Context: an optimization exercise on an open-source flow, tuned for small area and a short achievable clock period. The choices shown serve that exercise and are no tape-out recipe.
The RTL was checked by simulation tests, not by an equivalence proof against the original design.
No activity file was given, so power comes from the tool's default toggle rates.

## design/flow/run.sh

```bash
#!/bin/bash
# synth_recipe.tcl (not shown) runs the flow's synth.tcl, then flattens the netlist and writes it again
# the make line also repeats each setting of config.mk as NAME=value (left out here)
make -C /OpenROAD-flow-scripts/flow DESIGN_CONFIG=/design/flow/config.mk WORK_HOME=/design/flow/orfs CLKGATE_MAP_FILE= SYNTH_SCRIPT=/design/flow/synth_recipe.tcl finish
```

## design/flow/config.mk

```make
export PLATFORM = sky130hd
export DESIGN_NAME = router_lpm_mc
export DESIGN_NICKNAME = router_lpm_mc
export VERILOG_FILES = /design/flow/design.v
export SDC_FILE = /design/flow/constraint.sdc
export NUM_CORES = 4
export LEC_CHECK = 0
export CAP_MARGIN = 20
export CORE_MARGIN = 2
export CORE_UTILIZATION = 40
export PLACE_DENSITY = 0.6
export SLEW_MARGIN = 20
```

## design/flow/constraint.sdc

```tcl
create_clock -name core_clock -period 29.0 [get_ports {clk}]
set_input_delay 5.8000 -clock core_clock [delete_from_list [all_inputs] [get_ports {clk}]]
set_output_delay 5.8000 -clock core_clock [all_outputs]
set_load 0.01 [all_outputs]
```

## design/flow/design.v

```verilog
module router_lpm_mc #(
   parameter int unsigned N_CH   = 4,
   parameter int unsigned DEPTH  = 16,
   parameter int unsigned PORT_W = 16,
   parameter int unsigned IP_W   = 32,
   localparam int unsigned CH_W  = (N_CH > 1) ? $clog2(N_CH) : 1,
   localparam int unsigned IDX_W = (DEPTH > 1) ? $clog2(DEPTH) : 1
) (
   input  logic                 clk,
   input  logic                 rst,
   input  logic [N_CH-1:0]      lkp_valid,
   output logic [N_CH-1:0]      lkp_ready,
   input  logic [N_CH*IP_W-1:0] lkp_dst_ip,
   output logic                 resp_valid,
   input  logic                 resp_ready,
   output logic [CH_W-1:0]      resp_ch,
   output logic                 resp_found,
   output logic                 resp_is_default,
   output logic [IDX_W-1:0]     resp_idx,
   output logic [PORT_W-1:0]    resp_out_port,
   output logic [IP_W-1:0]      resp_next_hop_ip,
   input  logic                 cfg_wr,
   input  logic [IDX_W-1:0]     cfg_idx,
   input  logic                 cfg_entry_valid,
   input  logic [IP_W-1:0]      cfg_prefix,
   input  logic [5:0]           cfg_prefix_len,
   input  logic [PORT_W-1:0]    cfg_out_port,
   input  logic [IP_W-1:0]      cfg_next_hop_ip,
   input  logic                 cfg_clear,
   output logic [31:0]          stat_lookups,
   output logic [31:0]          stat_misses
);
   localparam logic [5:0]      LEN_MAX = 6'(IP_W);
   localparam logic [IP_W-1:0] ONES    = '1;
   logic [DEPTH-1:0]  tbl_valid_q;
   logic [IP_W-1:0]   tbl_prefix_q [DEPTH];
   logic [5:0]        tbl_len_q    [DEPTH];
   logic [PORT_W-1:0] tbl_port_q   [DEPTH];
   logic [IP_W-1:0]   tbl_nh_q     [DEPTH];
   logic [5:0]        cfg_len_clamped;
   logic              stall, accept, grant_vld;
   logic [CH_W-1:0]   grant, rr_q, rr_d;
   logic              s1_valid_q, s1_valid_d;
   logic [CH_W-1:0]   s1_ch_q, s1_ch_d;
   logic [IP_W-1:0]   s1_ip_q, s1_ip_d;
   logic              hit;
   logic [5:0]        best_len;
   logic [IDX_W-1:0]  best_idx;
   logic              resp_valid_q, resp_valid_d;
   logic [CH_W-1:0]   resp_ch_q, resp_ch_d;
   logic              resp_found_q, resp_found_d;
   logic              resp_dflt_q, resp_dflt_d;
   logic [IDX_W-1:0]  resp_idx_q, resp_idx_d;
   logic [PORT_W-1:0] resp_port_q, resp_port_d;
   logic [IP_W-1:0]   resp_nh_q, resp_nh_d;
   logic [31:0]       stat_lookups_q, stat_misses_q;
   always_comb cfg_len_clamped = (cfg_prefix_len > LEN_MAX) ? LEN_MAX : cfg_prefix_len;
   always_ff @(posedge clk) begin
      if (rst || cfg_clear) tbl_valid_q <= '0;
      else if (cfg_wr)      tbl_valid_q[cfg_idx] <= cfg_entry_valid;
   end
   always_ff @(posedge clk) begin
      if (cfg_wr && !cfg_clear) begin
         tbl_prefix_q[cfg_idx] <= cfg_prefix;
         tbl_len_q[cfg_idx]    <= cfg_len_clamped;
         tbl_port_q[cfg_idx]   <= cfg_out_port;
         tbl_nh_q[cfg_idx]     <= cfg_next_hop_ip;
      end
   end
   assign stall  = resp_valid_q & ~resp_ready;
   assign accept = grant_vld & ~stall;
   always_comb begin
      int unsigned c;
      c         = 0;
      grant     = '0;
      grant_vld = 1'b0;
      for (int unsigned k = 0; k < N_CH; k++) begin
         c = 32'(rr_q) + k;
         if (c >= N_CH) c = c - N_CH;
         if (!grant_vld && lkp_valid[CH_W'(c)]) begin
            grant_vld = 1'b1;
            grant     = CH_W'(c);
         end
      end
   end
   always_comb begin
      lkp_ready = '0;
      if (accept) lkp_ready[grant] = 1'b1;
   end
   always_comb begin
      rr_d = rr_q;
      if (accept) rr_d = (32'(grant) == N_CH - 1) ? '0 : grant + 1'b1;
   end
   always_comb begin
      logic [IP_W-1:0] mask;
      mask     = '0;
      hit      = 1'b0;
      best_len = '0;
      best_idx = '0;
      for (int unsigned i = 0; i < DEPTH; i++) begin
         mask = ~(ONES >> tbl_len_q[IDX_W'(i)]);
         if (tbl_valid_q[IDX_W'(i)] &&
             (((s1_ip_q ^ tbl_prefix_q[IDX_W'(i)]) & mask) == '0) &&
             (!hit || tbl_len_q[IDX_W'(i)] > best_len)) begin
            hit      = 1'b1;
            best_len = tbl_len_q[IDX_W'(i)];
            best_idx = IDX_W'(i);
         end
      end
   end
   always_comb begin
      s1_valid_d   = s1_valid_q;
      s1_ch_d      = s1_ch_q;
      s1_ip_d      = s1_ip_q;
      resp_valid_d = resp_valid_q;
      resp_ch_d    = resp_ch_q;
      resp_found_d = resp_found_q;
      resp_dflt_d  = resp_dflt_q;
      resp_idx_d   = resp_idx_q;
      resp_port_d  = resp_port_q;
      resp_nh_d    = resp_nh_q;
      if (!stall) begin
         s1_valid_d   = accept;
         s1_ch_d      = grant;
         s1_ip_d      = lkp_dst_ip[grant * IP_W +: IP_W];
         resp_valid_d = s1_valid_q;
         resp_ch_d    = s1_ch_q;
         resp_found_d = hit;
         resp_dflt_d  = hit && (best_len == '0);
         resp_idx_d   = best_idx;
         resp_port_d  = hit ? tbl_port_q[best_idx] : '0;
         resp_nh_d    = hit ? tbl_nh_q[best_idx] : '0;
      end
   end
   always_ff @(posedge clk) begin
      if (rst) begin
         rr_q           <= '0;
         s1_valid_q     <= 1'b0;
         s1_ch_q        <= '0;
         s1_ip_q        <= '0;
         resp_valid_q   <= 1'b0;
         resp_ch_q      <= '0;
         resp_found_q   <= 1'b0;
         resp_dflt_q    <= 1'b0;
         resp_idx_q     <= '0;
         resp_port_q    <= '0;
         resp_nh_q      <= '0;
         stat_lookups_q <= '0;
         stat_misses_q  <= '0;
      end else begin
         rr_q         <= rr_d;
         s1_valid_q   <= s1_valid_d;
         s1_ch_q      <= s1_ch_d;
         s1_ip_q      <= s1_ip_d;
         resp_valid_q <= resp_valid_d;
         resp_ch_q    <= resp_ch_d;
         resp_found_q <= resp_found_d;
         resp_dflt_q  <= resp_dflt_d;
         resp_idx_q   <= resp_idx_d;
         resp_port_q  <= resp_port_d;
         resp_nh_q    <= resp_nh_d;
         if (resp_valid_q && resp_ready) begin
            stat_lookups_q <= stat_lookups_q + 32'd1;
            if (!resp_found_q) stat_misses_q <= stat_misses_q + 32'd1;
         end
      end
   end
   assign resp_valid       = resp_valid_q;
   assign resp_ch          = resp_ch_q;
   assign resp_found       = resp_found_q;
   assign resp_is_default  = resp_dflt_q;
   assign resp_idx         = resp_idx_q;
   assign resp_out_port    = resp_port_q;
   assign resp_next_hop_ip = resp_nh_q;
   assign stat_lookups     = stat_lookups_q;
   assign stat_misses      = stat_misses_q;
endmodule
```

==> flow_metrics.tcl <==
set metrics [dict create \
    status "finished clean" \
    drt_first_pass_iters 6 \
    power_frac_comb_pct 11.4 \
    wl_um 254000 \
    synth_nets 5873 \
    crit_buf_inv 17 \
    crit_path_top_delay_cell "edfxtp_1" \
    grt_pass1_wl_um 349000 \
    ioPinCount 353 \
    fin_util_pct 48.2 \
    cp.arrival_ns 28.59 \
    tns_ns 0 \
    critPathMaxFanout 24 \
    drc 0 \
    p_int_mw 3.94 \
    synth_seq_cells 1550 \
    fin_crit_sh_pct 96.1 \
    grt_pass1_vias 47895 \
    maxSlewViolCount 0 \
    rrSetupSlack_ns 1.14 \
    syn_inst 5554 \
    async_flop_share_pct 0 \
    placedCellCount 8090 \
    placementRows 154 \
    synth_area_per_cell_sq_um 12.8 \
    start_util_pct 40.3 \
    clkPwrFrac_pct 41.5 \
    core_sq_mm 0.176 \
    gp_congestion 0.971 \
    leakage_nw 27.5 \
    synth_cell_types 109 \
    vdd_ir_drop_max_mv 0.0570 \
    timing.final.setup_violations 0 \
    overflow 0 \
    final-hold-violation-count 0 \
    endpoint_kind "flip-flop" \
    areaGrowthSynthToFinish_pct 19.6 \
    skew_ns 0.0559 \
    finalNetCount 6323 \
    port_buffers 352 \
    hold_path.class "reg2reg" \
    clk_pin_slew_ns 0.06 \
    die_h_um 425 \
    die-area_sq_mm 0.181 \
    vias_per_cell 5.93 \
    cp_top_family "compound AO/OA/AOI/OAI gates" \
    vias 50542 \
    insertion_delay_ns 0.82 \
    cts_tree "yes" \
    start_kind "flip-flop" \
    seq_power_share_pct 47.1 \
    hpwl_um 145000 \
    min_period_ns 27.86 \
    drive_above_1_share_pct 12.8 \
    criticalPathCategory "reg2reg" \
    finalWorstSetupSlack_ns 1.14 \
    fin_cells 8519 \
    max_freq_mhz 35.9 \
    fillers 15438 \
    drt_iter0_markers 6926 \
    place_area_sq_mm 0.0774 \
    synth_area_sq_mm 0.0709 \
    power.density_mw_per_mm2 62.4 \
    relSlewSlack_pct 23.4 \
    die_w_um 425 \
    clockBufferDepth 3 \
    p_switching_mw 1.36 \
    synth-edff-count 1376 \
    worst_pin_slew_ns 1.15 \
    ys_seq_area_share_pct 63.2 \
    total_power_mw 5.29 \
    htree_levels 4 \
    cp.required_ns 29.74 \
    synth_warnings 1 \
    design_area_sq_mm 0.0849 \
    hold_buffers 0 \
    p_sw_share_pct 25.6 \
    synth-main-ff-cell "edfxtp_1" \
    cpMostUsedCell "o21a_1" \
    cts_sinks 1550 \
    holdWs_ns 0.454 \
    post_drt_wl_per_cell_um 29.8 \
    clock-root-buffer "clkbuf_16" \
    cts_made_buffers 167 \
    drv_cap 0 \
    postRouteAntennaNets 0 \
    grt_start_max_net_pins 125 \
    grt.total_usage_pct 27.0 \
    max_stage_delay_ns 0.54 \
    place_ws_ns -0.362 \
    antenna_found_initial 42 \
]
-- what timing repair did --
action                                  in CTS  in global routing
cloned                                       0                 13
endpoints found under the setup margin      48                 53
hold endpoints to repair                     0                  0
resized for setup                            8                191
pin swaps                                    0                 89
buffers inserted                             1                 71
-- final timing paths --
path | start | endpoint | cells after the start
worst min-delay path | resp_ch_q[0] | resp_ch_q[0] | 2
worst max-delay path | tbl_len_q[0][1] | resp_nh_q[4] | 160
worst min register to register | resp_ch_q[0] | resp_ch_q[0] | 2
worst max register to register | tbl_len_q[0][1] | resp_nh_q[4] | 160
-- synth_stat cells, types with 8 or more instances --
cell       instances  area (sq um)
a2111oi_0         10          87.6
a211oi_1          65           488
a21boi_0          11          82.6
a21o_1            30           225
a21oi_1          286          1430
a22oi_1           26           195
a311oi_1          35           307
a31oi_1           41           257
and2_1            31           194
and3_1            52           325
and4_1            12           105
buf_1             14          52.6
buf_2             90           450
buf_4             36           270
clkbuf_1         173           649
dfxtp_1          174          3480
edfxtp_1        1376         41300
ha_1              91          1140
inv_1            122           458
maj3_1             8          80.1
mux2_2            57           642
mux2i_1          358          3580
nand2_1          401          1510
nand2b_1          25           156
nand3_1           74           370
nand4_1           44           275
nor2_1           375          1410
nor2b_1           30           188
nor3_1           161           806
nor4_1            34           213
o2111ai_1         13           114
o211ai_1         106           796
o21a_1            23           173
o21ai_0          200          1000
o21ai_1           18          90.1
o22ai_1          144           901
o31ai_1           15           113
o32ai_1            8          70.1
or2_1             12          75.1
or2_2             13          81.3
or3_1             28           175
or4_1             10          75.1
xnor2_1          334          2930
xor2_1           240          2100
-- final cells by class --
class | count | area (sq um) | share of cell area (%)
antenna | 34 | 85.1 | 0.100
clock buffer | 227 | 4680 | 5.52
multi-input combinational | 3564 | 25100 | 29.6
inverter | 123 | 464 | 0.547
timing repair buffer | 598 | 5840 | 6.88
tap | 2340 | 2930 | 3.45
sequential | 1550 | 44800 | 52.8
clock inverter | 83 | 966 | 1.14
-- cells by family (layout without fill, tap and decap cells) --
| group | after synthesis | count (layout) | share of synthesized area, % |
|---|---|---|---|
| AO/OA/AOI/OAI | 1137 | 1137 | 10.5 |
| XOR/XNOR | 574 | 574 | 7.09 |
| adder cells (fa/ha/maj) | 99 | 99 | 1.72 |
| buffers and inverters | 440 | 1031 | 2.71 |
| flip-flops | 1550 | 1550 | 63.2 |
| multiplexers | 419 | 419 | 6.03 |
| other | 0 | 34 | 0 |
| AND/OR/NAND/NOR | 1335 | 1335 | 8.83 |
-- tightest hold or removal path: stages, from the launching register on --
cell and delay [ns]:
dfxtp_1 0.30, nand2_1 0.05, a21oi_1 0.05
-- power by group through the flow --
stage / sequential [mW] / clock, mW / combinational (mW)
after floorplan: 2.52 / 0 / 0.316
after global placement: 2.54 / 0 / 0.586
after detailed placement: 2.54 / 0 / 0.586
after CTS: 2.49 / 2.22 / 0.590
after global routing: 2.49 / 2.32 / 0.628
final: 2.49 / 2.20 / 0.604
-- state kept, by name, summed over array words and instances, names as in the netlist, 2 cells and up, named ones only --
signal,flops
tbl_port_q,256
s1_ch_q,2
tbl_valid_q,16
stat_misses_q,32
resp_ch_q,2
resp_nh_q,32
resp_port_q,16
stat_lookups_q,32
tbl_nh_q,512
tbl_len_q,96
tbl_prefix_q,512
s1_ip_q,32
resp_idx_q,4
-- routing by layer --
| metal | up-vias | wire (um) | part of all wire [%] | GRT usage [%] |
|---|---|---|---|---|
| met5 | - | 98 | 0.039 | 0 |
| met4 | 14 | 15200 | 6.0 | 15.4 |
| met3 | 672 | 23100 | 9.1 | 5.36 |
| met2 | 2836 | 119000 | 47 | 43.1 |
| met1 | 25220 | 96900 | 38 | 34.2 |
| li1 | 21800 | - | - | - |
-- cells in the final DEF (no fill, tap or decap), drive strengths merged, types with 53 or more instances in the layout --
cell	count
o21ai	219
dfxtp	174
ha	91
nor3	164
edfxtp	1376
clkdlybuf4s50	319
xnor2	334
buf	268
a21oi	289
nand2	401
o22ai	144
o211ai	108
nand3	74
clkinv	53
inv	130
a211oi	67
clkbuf	238
nor2	377
mux2i	359
mux2	60
xor2	240

## what the ideal ports hide
How much do the figures lean on ideal ports? The routed layout below was timed once more, with nothing changed but the port constraints.
Step 1, drivers: a clkbuf_16 drives clk and a buf_2 each remaining input, both assumed.
Step 2 also shifts input and output timing later by t, the mid clock arrival at the registers, as if the neighbouring blocks saw the same clock.
a / b / c = no drivers / after step 1 / after step 2; a / b = the first two.
t (ns): 0.877
setup slack, ns: 1.145 / 1.145 / 1.145
worst setup path after step 2: register to register
latest minus earliest clock arrival (ns): 0.059 / 0.059
worst slew at a driven data input, ns: 0.14
After both steps this run still meets setup and hold. For this run, drivers alone change the setup slack by 0.000 ns; drivers and shift together by 0.000 ns.
